Background: an optimization exercise with open tools, aiming at a short achievable clock period and few clock cycles. Do not read the settings as production practice.
Only simulation tests tie the RTL to the original design; equivalence was not proved.
Power and IR drop assume default switching activity.

## rev 12
// multistage_graph_shortest_path
module multistage_graph_shortest_path (
  input  logic            clk,
  input  logic            rst,
  input  logic            in_valid,
  output logic            in_ready,
  input  logic [30:0]     in_data,
  output logic            out_valid,
  input  logic            out_ready,
  output logic [41:0]     out_data
);
  logic                        pkt_we;
  logic [msgsp_pkg::PKT_W-1:0] pkt;
  logic [2:0]                  solves_in_flight;
  msgsp_datapath u_datapath (
    .clk              (clk),
    .rst              (rst),
    .in_valid         (in_valid),
    .in_ready         (in_ready),
    .in_data          (in_data),
    .pkt_we           (pkt_we),
    .pkt              (pkt),
    .solves_in_flight (solves_in_flight)
  );
  msgsp_ctrl u_ctrl (
    .clk              (clk),
    .rst              (rst),
    .pkt_we           (pkt_we),
    .pkt              (pkt),
    .solves_in_flight (solves_in_flight),
    .in_ready         (in_ready),
    .out_valid        (out_valid),
    .out_ready        (out_ready),
    .out_data         (out_data)
  );
endmodule
Size in the first run: about 8400 cells after synthesis, roughly 3400 flip-flops, ~79 I/O pins.
clock: 10.0 ns
lec_check: 0
abc_clock_period_in_ps: 3000
cap_margin: 30
core_margin: 2
core_utilization: 40
place_density: 0.6
slew_margin: 40
standard.sh (not shown) runs the stock make flow with config.mk's settings and CLKGATE_MAP_FILE= SYNTH_SCRIPT=/design/flow/synth_recipe.tcl, a recipe that flattens the netlist after the stock synthesis.
==> flow/flow/run.sh <==
#!/bin/bash
# The standard layout, with timing repair aimed at a 3 ns period (7 ns of
# setup margin on the 10 ns clock) so that the achieved period shrinks.
set -euo pipefail
bash standard.sh SETUP_SLACK_MARGIN=7 finish > standard_flow.log 2>&1
Testbench counts of rev 12, summed over its fixed seeds: cycles 44,062.
Relative to rev 12, the following input files were edited for rev 13:
# rev 12
export LEC_CHECK = 0
export ABC_CLOCK_PERIOD_IN_PS = 3000
export CAP_MARGIN = 30
export CORE_MARGIN = 2
export CORE_UTILIZATION = 40
export PLACE_DENSITY = 0.6
export SLEW_MARGIN = 40
create_clock -name core_clock -period 10.0 [get_ports {clk}]
# rev 13
export LEC_CHECK = 0
export ABC_CLOCK_PERIOD_IN_PS = 3000
export CAP_MARGIN = 30
export CORE_MARGIN = 2
export CORE_UTILIZATION = 60
export PLACE_DENSITY = 0.72
export SLEW_MARGIN = 40
create_clock -name core_clock -period 10.0 [get_ports {clk}]
--- outcome ---
Row power in the clock group: rev 13 lower / rev 12 higher. Final cell area: rev 13 below rev 12. On estimated wirelength of the detail-placed design: rev 13 sits below rev 12. Worst hold slack across all endpoints is higher on rev 13. Via count went up by a few percent going from rev 12 to rev 13. Global-route track usage on met3, rev 13 and rev 12, lower one = rev 12. NOTE: setup slack after layout in rev 13 exceeds that of rev 12. Rev 13 vs. rev 12: total power -about 2.2%, initial core utilization has increased, final period utilization lower, routed via count divided by cell count picked up an extra 1.0.

## before
multistage_graph_shortest_path, a different RTL version from the one above (not shown whole).
For scale: ~4000 flip-flops, roughly 170000 um2 of cells after synthesis.
Settings: LEC_CHECK=0, ABC_CLOCK_PERIOD_IN_PS=3000, CAP_MARGIN=30, CORE_MARGIN=2, CORE_UTILIZATION=40, PLACE_DENSITY=0.6, SETUP_SLACK_MARGIN=5, SLEW_MARGIN=40; clock period 10.0 ns.
run.sh (not shown) runs the stock make flow with config.mk's settings and CLKGATE_MAP_FILE= SYNTH_SCRIPT=/design/flow/synth_recipe.tcl, a recipe that flattens the netlist after the stock synthesis.
Stock flow here: none of the scripts above is used.
Testbench counts of before, summed over its fixed seeds: cycles 44,062.
Modified inputs, after compared to before
Settings: a deleted SETUP_SLACK_MARGIN that had been 5; a deleted ABC_CLOCK_PERIOD_IN_PS that had been 3000.
## What came out
Total wire length after detailed routing delta (before -> after): insignificant
Routing usage on met2 of after is on par with before.
Between before and after, the average vias per placed instance figures differ only marginally.
u_datapath.cur_path[503]$_DFFE_PP_ as the capturing element of the worst setup path was reported by before, and u_datapath.cur_path[795]$_DFFE_PP_ by after.
Summary of after over before: maximum frequency decreased 9.6%, via count essentially unchanged, total track usage essentially unchanged, shortest period the worst path allows increased 0.51 ns.

multistage_graph_shortest_path, a different RTL version from the one above (not shown whole).
Size in the first run: roughly 11000 cells after synthesis, ~79 I/O pins, ~160000 µm² of cells after synthesis.
// multistage_graph_shortest_path
module multistage_graph_shortest_path (
  input  logic            clk,
  input  logic            rst,
  input  logic            in_valid,
  output logic            in_ready,
  input  logic [30:0]     in_data,
  output logic            out_valid,
  input  logic            out_ready,
  output logic [41:0]     out_data
);
Settings: LEC_CHECK=0, ABC_CLOCK_PERIOD_IN_PS=3000, CAP_MARGIN=30, CORE_MARGIN=2, CORE_UTILIZATION=40, PLACE_DENSITY=0.6, SLEW_MARGIN=40; clock period 10.0 ns.
standard.sh (not shown) runs the stock make flow with config.mk's settings and CLKGATE_MAP_FILE= SYNTH_SCRIPT=/design/flow/synth_recipe.tcl, a recipe that flattens the netlist after the stock synthesis.
==> flow/flow/run.sh <==
#!/bin/bash
# The standard layout (the standard.sh, standard synthesis) with timing
# repair aimed at a 3 ns period: 7 ns of setup margin on the 10 ns clock, so
# that the achieved period shrinks. The clock, constraints and every other
# setting stay the design's.
# If antenna violations survive the detailed router's own repair loop, the
# routing (global and detailed) is made again with less met1 capacity in
# the global router, which moves long runs off met1; at most twice.
# Each make run's full output goes to a log file of its own here; ORFS keeps
# its per-step logs under orfs/logs.
set -euo pipefail
MARGIN="SETUP_SLACK_MARGIN=7"
REP=orfs/reports/${FLOW_PLATFORM}/multistage_graph_shortest_path/base
LOGS=orfs/logs/${FLOW_PLATFORM}/multistage_graph_shortest_path/base

bash standard.sh "$MARGIN" route > make_route.log 2>&1

antenna_bad() {
  [[ ! -f $REP/drt_antennas.log ]] || grep -q VIOLATED $REP/drt_antennas.log
}

try=1
for adj in 0.5 0.7; do
  antenna_bad || break
  mkdir -p route_try$try
  cp -r $LOGS/5_* $REP/drt_antennas.log route_try$try/ 2>/dev/null || true
  sed "s/@MET1@/$adj/" flow/fastroute.tcl.in > fastroute_try$try.tcl
  bash standard.sh "$MARGIN" clean_route > make_clean_try$try.log 2>&1
  bash standard.sh "$MARGIN" FASTROUTE_TCL=$PWD/fastroute_try$try.tcl route > make_route_try$try.log 2>&1
  try=$((try + 1))
done

if [[ $try -gt 1 ]]; then
  FR="FASTROUTE_TCL=$PWD/fastroute_try$((try - 1)).tcl"
else
  FR="$MARGIN"
fi
bash standard.sh "$MARGIN" "$FR" finish > make_finish.log 2>&1
==> flow/flow/fastroute.tcl.in <==
# The platform's global routing setup, with less capacity on met1.
set_global_routing_layer_adjustment $::env(MIN_ROUTING_LAYER)-$::env(MAX_ROUTING_LAYER) 0.2
set_global_routing_layer_adjustment met1 @MET1@

set_routing_layers -clock $::env(MIN_CLK_ROUTING_LAYER)-$::env(MAX_ROUTING_LAYER)
set_routing_layers -signal $::env(MIN_ROUTING_LAYER)-$::env(MAX_ROUTING_LAYER)
Testbench counts at the start, summed over its fixed seeds: cycles 44,071.
Next try:
--- a/flow/flow/run.sh
+++ b/flow/flow/run.sh
@@ -5 +5 @@
-# setting stay the design's.
+# setting stay the design's, apart from the clock tree settings below.
@@ -12,0 +13 @@
+CTSD="CTS_BUF_DISTANCE=200"
@@ -16 +17 @@
-bash standard.sh "$MARGIN" route > make_route.log 2>&1
+bash standard.sh "$MARGIN" "$CTSD" route > make_route.log 2>&1
@@ -28,2 +29,2 @@
-  bash standard.sh "$MARGIN" clean_route > make_clean_try$try.log 2>&1
-  bash standard.sh "$MARGIN" FASTROUTE_TCL=$PWD/fastroute_try$try.tcl route > make_route_try$try.log 2>&1
+  bash standard.sh "$MARGIN" "$CTSD" clean_route > make_clean_try$try.log 2>&1
+  bash standard.sh "$MARGIN" "$CTSD" FASTROUTE_TCL=$PWD/fastroute_try$try.tcl route > make_route_try$try.log 2>&1
@@ -38 +39 @@
-bash standard.sh "$MARGIN" "$FR" finish > make_finish.log 2>&1
+bash standard.sh "$MARGIN" "$CTSD" "$FR" finish > make_finish.log 2>&1
--- a/flow/config.mk
+++ b/flow/config.mk
@@ -11,0 +12,2 @@
+export CTS_CLUSTER_DIAMETER = 80
+export CTS_CLUSTER_SIZE = 20
Worst hold slack loses 0.035 ns; count of clock-buffer cells in the layout decreases by 148; worst setup slack gains 0.052 ns; clock skew increases by 0.041 ns; maximum frequency increases by 1.5%; design area decreases by 3.7%; area after synthesis does not change; die area does not change; wire length decreases by 1.1%; register-to-register slack hardly moves.

what the ideal ports hide:
Ports are ideal in the flow. The routed layouts listed here were re-timed in OpenROAD.
Step 1, drivers: a clkbuf_16 drives clk and a buf_2 each remaining input, both assumed.
Step 2 times the ports against the registers' clock, not the clock port: input delays grow and output delays shrink by t, the midpoint of the rising clock arrivals with the driver on.
Slacks: ideal / step 1 / step 2; pairs: ideal / step 1.
run	shift t [ns]	setup WS [ns]	hold WS [ns]	worst register clock-pin slew, ns
rev 12	1.034	6.392 / 6.303 / 6.354	0.300 / 0.300 / 0.300	0.07 / 0.07
rev 13	1.066	6.409 / 6.316 / 6.224	0.319 / 0.319 / 0.319	0.07 / 0.07
before	1.077	5.202 / 5.202 / 5.202	0.322 / 0.322 / 0.322	0.07 / 0.07
after	1.082	4.694 / 4.694 / 4.694	0.322 / 0.322 / 0.322	0.07 / 0.07
the first run of note 3	1.095	6.531 / 6.411 / 6.390	0.301 / 0.301 / 0.301	0.07 / 0.07
the second run of note 3	1.014	6.583 / 6.475 / 6.248	0.266 / 0.266 / 0.266	0.09 / 0.09
After both steps every run listed still meets setup and hold. The setup slack of the second run of note 3, which loses most, moves by -0.108 ns with the drivers and by -0.335 ns with both steps.
